Source: an optimization exercise on an open RTL-to-GDS flow (aim: small area). Production flows keep margins and buffers that such runs may drop.
Function was checked by simulation only, so behaviour that the tests miss may differ from the original.
The flow treats the clock pin as an ideal source. Dropping or thinning the clock tree relies on that and would not hold on a real chip.
Power is estimated from default activity; no workload was simulated.

Setup of v11:
==> flow/design.v (excerpt) <==
module la_top (
    input  logic       clk,
    input  logic       rst_i,
    input  logic       cmd_req_i,
    input  logic [7:0] cmd_data_i,
    output logic       cmd_ack_o,
    output logic       rsp_req_o,
    output logic [7:0] rsp_data_o,
    input  logic       rsp_ack_i,
    input  logic [16:0] probe_i
);
Size in the first run: about 2600 cells after synthesis, roughly 39 I/O pins.
clock: 8.0 ns
lec_check: 0
cap_margin: 20
core_margin: 2
core_utilization: 60
cts_buf_list: sky130_fd_sc_hd__clkbuf_8
cts_cluster_diameter: 60
cts_cluster_size: 22
gpl_routability_driven: 0
place_density: 0.75
slew_margin: 20
standard.sh (not shown) runs the stock make flow with config.mk's settings and CLKGATE_MAP_FILE= SYNTH_SCRIPT=/design/flow/synth_recipe.tcl, a recipe that flattens the netlist after the stock synthesis.
==> flow/flow/run.sh <==
#!/bin/bash
# The standard layout (standard.sh), with these changes:
#  - synthesis maps logic with an area-oriented abc script and without
#    extract_fa (synth_wrap.tcl, abc_area.script); everything else in it is
#    synth_recipe.tcl, and the registers are the standard synthesis's;
#  - CTS adds no dummy loads, and after CTS the branch and leaf clock buffers
#    become inverters (clk_inv.tcl);
#  - ports are buffered with the smallest buffer (the resizer still sizes it).
# Each tool's output goes to its own log here: standard_cts.log and
# standard_finish.log (make, with ORFS's per-step logs under orfs/logs) and
# clk_inv.log (openroad).
set -euo pipefail
export FLOW_SYNTH_TCL="$PWD/synth_recipe.tcl"
export AREA_ABC_SCRIPT="$PWD/flow/abc_area.script"
export CTS_ARGS="-sink_clustering_enable -repair_clock_nets -sink_clustering_size 22 -sink_clustering_max_diameter 60 -buf_list sky130_fd_sc_hd__clkbuf_8 -dont_use_dummy_load"
export BUFFER_PORTS_ARGS="-buffer_cell sky130_fd_sc_hd__buf_1"
bash standard.sh SYNTH_SCRIPT="$PWD/flow/synth_wrap.tcl" cts > standard_cts.log 2>&1
R="$PWD/orfs/results/$FLOW_PLATFORM/la_top/base"
PLATFORM_DIR="$FLOW_HOME/platforms/$FLOW_PLATFORM" CTS_ODB="$R/4_cts.odb" CTS_SDC="$R/4_cts.sdc" \
  openroad -no_init -exit flow/clk_inv.tcl > clk_inv.log 2>&1
bash standard.sh SYNTH_SCRIPT="$PWD/flow/synth_wrap.tcl" finish > standard_finish.log 2>&1
==> flow/flow/abc_area.script <==
&get -n
&st
&syn3
&dch
&nf -R 1000 -p -C 32
&st
&syn3
&dch
&nf -R 1000 -p -C 32
&st
&syn3
&dch
&nf -R 1000 -p -C 32
&put
Other scripts of this flow, unchanged in this note and not shown: flow/flow/clk_inv.tcl, flow/flow/synth_wrap.tcl
v11 finished every stage and its layout cleared the timing, design-rule and antenna checks.
diff inputs: v11 => v20
# v11
export LEC_CHECK = 0
export CAP_MARGIN = 20
export CORE_MARGIN = 2
export CORE_UTILIZATION = 60
export CTS_BUF_LIST = sky130_fd_sc_hd__clkbuf_8
export CTS_CLUSTER_DIAMETER = 60
export CTS_CLUSTER_SIZE = 22
export GPL_ROUTABILITY_DRIVEN = 0
export PLACE_DENSITY = 0.75
export SLEW_MARGIN = 20
create_clock -name core_clock -period 8.0 [get_ports {clk}]
# v20
export LEC_CHECK = 0
export CAP_MARGIN = 20
export CORE_MARGIN = 2
export CORE_UTILIZATION = 66
export CTS_BUF_LIST = sky130_fd_sc_hd__clkbuf_8
export CTS_CLUSTER_DIAMETER = 60
export CTS_CLUSTER_SIZE = 23
export PLACE_DENSITY = 0.85
export SLEW_MARGIN = 20
create_clock -name core_clock -period 8.0 [get_ports {clk}]
diff --git a/flow/flow/run.sh b/flow/flow/run.sh
--- a/flow/flow/run.sh
+++ b/flow/flow/run.sh
@@ -15 +15 @@
-export CTS_ARGS="-sink_clustering_enable -repair_clock_nets -sink_clustering_size 22 -sink_clustering_max_diameter 60 -buf_list sky130_fd_sc_hd__clkbuf_8 -dont_use_dummy_load"
+export CTS_ARGS="-sink_clustering_enable -repair_clock_nets -sink_clustering_size 23 -sink_clustering_max_diameter 60 -buf_list sky130_fd_sc_hd__clkbuf_8 -dont_use_dummy_load"
### Flow results
In terms of sequential share of layout area, v20 and v11 differ only marginally.
In the reports for v20 and v11, the larger die width belongs to v11.
v11 ended up with i_cmd_decoder.word_o[0] as its launch point of the worst path; v20 ended up with i_cmd_decoder.word_o[3].
Area fraction in compound gates after synthesis came out exactly the same in v20 and v11.
In v20 relative to v11, via count of the first global-routing pass had gone up by a few percent.
Cell count: v20 lower than v11
Area of the die delta for v20 relative to v11: 8.9% lower
diff inputs: v20 => v51
# v20
export LEC_CHECK = 0
export CAP_MARGIN = 20
export CORE_MARGIN = 2
export CORE_UTILIZATION = 66
export CTS_BUF_LIST = sky130_fd_sc_hd__clkbuf_8
export CTS_CLUSTER_DIAMETER = 60
export CTS_CLUSTER_SIZE = 23
export PLACE_DENSITY = 0.85
export SLEW_MARGIN = 20
create_clock -name core_clock -period 8.0 [get_ports {clk}]
# v51
export LEC_CHECK = 0
export CAP_MARGIN = 20
export CORE_MARGIN = 2
export CORE_UTILIZATION = 60
export CTS_BUF_LIST = sky130_fd_sc_hd__clkbuf_8
export CTS_CLUSTER_DIAMETER = 60
export CTS_CLUSTER_SIZE = 22
export PLACE_DENSITY = 0.75
export SLEW_MARGIN = 20
create_clock -name core_clock -period 8.0 [get_ports {clk}]
diff --git a/flow/flow/run.sh b/flow/flow/run.sh
--- a/flow/flow/run.sh
+++ b/flow/flow/run.sh
@@ -15 +15 @@
-export CTS_ARGS="-sink_clustering_enable -repair_clock_nets -sink_clustering_size 23 -sink_clustering_max_diameter 60 -buf_list sky130_fd_sc_hd__clkbuf_8 -dont_use_dummy_load"
+export CTS_ARGS="-sink_clustering_enable -repair_clock_nets -sink_clustering_size 22 -sink_clustering_max_diameter 60 -buf_list sky130_fd_sc_hd__clkbuf_8 -dont_use_dummy_load"
diff --git a/flow/flow/abc_area.script b/flow/flow/abc_area.script
--- a/flow/flow/abc_area.script
+++ b/flow/flow/abc_area.script
@@ -14,0 +15,4 @@
+topo
+stime -c
+upsize -c
+dnsize -c
==> comparison <==
v51 vs. v20: worst endpoint data arrival time went down by 0.29 ns.
Summary: with v20 as the reference, met3 wirelength from detailed routing in v51 moved down by more than 10%.
Delta (v51 minus v20): clock share of power went up 0.2 points; area of all placed cells without fillers picked up an extra about 0.32%.
Min fraction of final layout cells sized beyond drive strength 1 across v51 and v20: v20
Lower global-route wire length before repair was reported by v51, not v20.
~same multi-input gate share of total cell area in v51 and v20
Relative to v20, the number of global-route vias before repair of v51 is lower by 790.
Input changes introduced in v16 (baseline for comparison: v51):
# v51
export LEC_CHECK = 0
export CAP_MARGIN = 20
export CORE_MARGIN = 2
export CORE_UTILIZATION = 60
export CTS_BUF_LIST = sky130_fd_sc_hd__clkbuf_8
export CTS_CLUSTER_DIAMETER = 60
export CTS_CLUSTER_SIZE = 22
export PLACE_DENSITY = 0.75
export SLEW_MARGIN = 20
create_clock -name core_clock -period 8.0 [get_ports {clk}]
# v16
export LEC_CHECK = 0
export CAP_MARGIN = 20
export CORE_MARGIN = 2
export CORE_UTILIZATION = 60
export CTS_BUF_LIST = sky130_fd_sc_hd__clkbuf_8
export CTS_CLUSTER_DIAMETER = 60
export CTS_CLUSTER_SIZE = 23
export SLEW_MARGIN = 20
create_clock -name core_clock -period 8.0 [get_ports {clk}]
diff --git a/flow/flow/run.sh b/flow/flow/run.sh
--- a/flow/flow/run.sh
+++ b/flow/flow/run.sh
@@ -15 +15 @@
-export CTS_ARGS="-sink_clustering_enable -repair_clock_nets -sink_clustering_size 22 -sink_clustering_max_diameter 60 -buf_list sky130_fd_sc_hd__clkbuf_8 -dont_use_dummy_load"
+export CTS_ARGS="-sink_clustering_enable -repair_clock_nets -sink_clustering_size 23 -sink_clustering_max_diameter 60 -buf_list sky130_fd_sc_hd__clkbuf_8 -dont_use_dummy_load"
==> flow/flow/abc_area.script <==
&get -n
&st
&syn3
&dch
&nf -R 1000 -p -C 32
&st
&syn3
&dch
&nf -R 1000 -p -C 32
&st
&syn3
&dch
&nf -R 1000 -p -C 32
&put
Notes after the runs:
Between v51 and v16, the clock tree cell share of total cell area does not differ in any meaningful way. Against v51 as the reference, v16 delivers a lower register-to-register slack. Looking at worst-path maximum fanout, v16 sits 1 higher than v51 does. Residual antenna-violating net count after detailed routing came out exactly the same in v51 and v16. Across both runs, first-iteration DRC count was lower for v16 than for v51. v16 vs. v51: cell internal power dissipation essentially unchanged; sum of net half-perimeters after detailed placement increased about 9%; layout-stage area growth over the synthesis result increased 0.18 points. Total number of nets in the final design: v51 vs v16, no meaningful difference. The maximum clock frequency of v16 is lower than that of v51. Status: area of the placeable core parity (v16, v51).
In every run of this note, the design's own scripts or RTL, not TritonCTS, make the clock network.

-- what the ideal ports hide --
How much do the figures lean on ideal ports? The routed layouts below were timed once more, with nothing changed but the port constraints.
Step 1, drivers: a clkbuf_16 drives clk and a buf_2 each remaining input, both assumed.
Step 2 also shifts input and output timing later by t, the mid clock arrival at the registers, as if the neighbouring blocks saw the same clock.
a / b / c = ideal / step 1 / step 2; a / b = the first two.
run | t (ns) | slack for setup (ns) | worst setup path after step 2 | latest minus earliest clock arrival (ns) | worst data-port slew with drivers (ns)
v11 | 0.746 | 1.488 / 1.424 / 2.171 | register to output | 0.073 / 0.073 | 0.11
v20 | 0.738 | 1.444 / 1.390 / 2.128 | register to output | 0.122 / 0.123 | 0.07
v51 | 0.740 | 1.729 / 1.669 / 2.409 | register to output | 0.087 / 0.087 | 0.21
v16 | 0.742 | 1.462 / 1.402 / 2.144 | register to output | 0.090 / 0.090 | 0.13
After both steps every run listed still meets setup and hold.
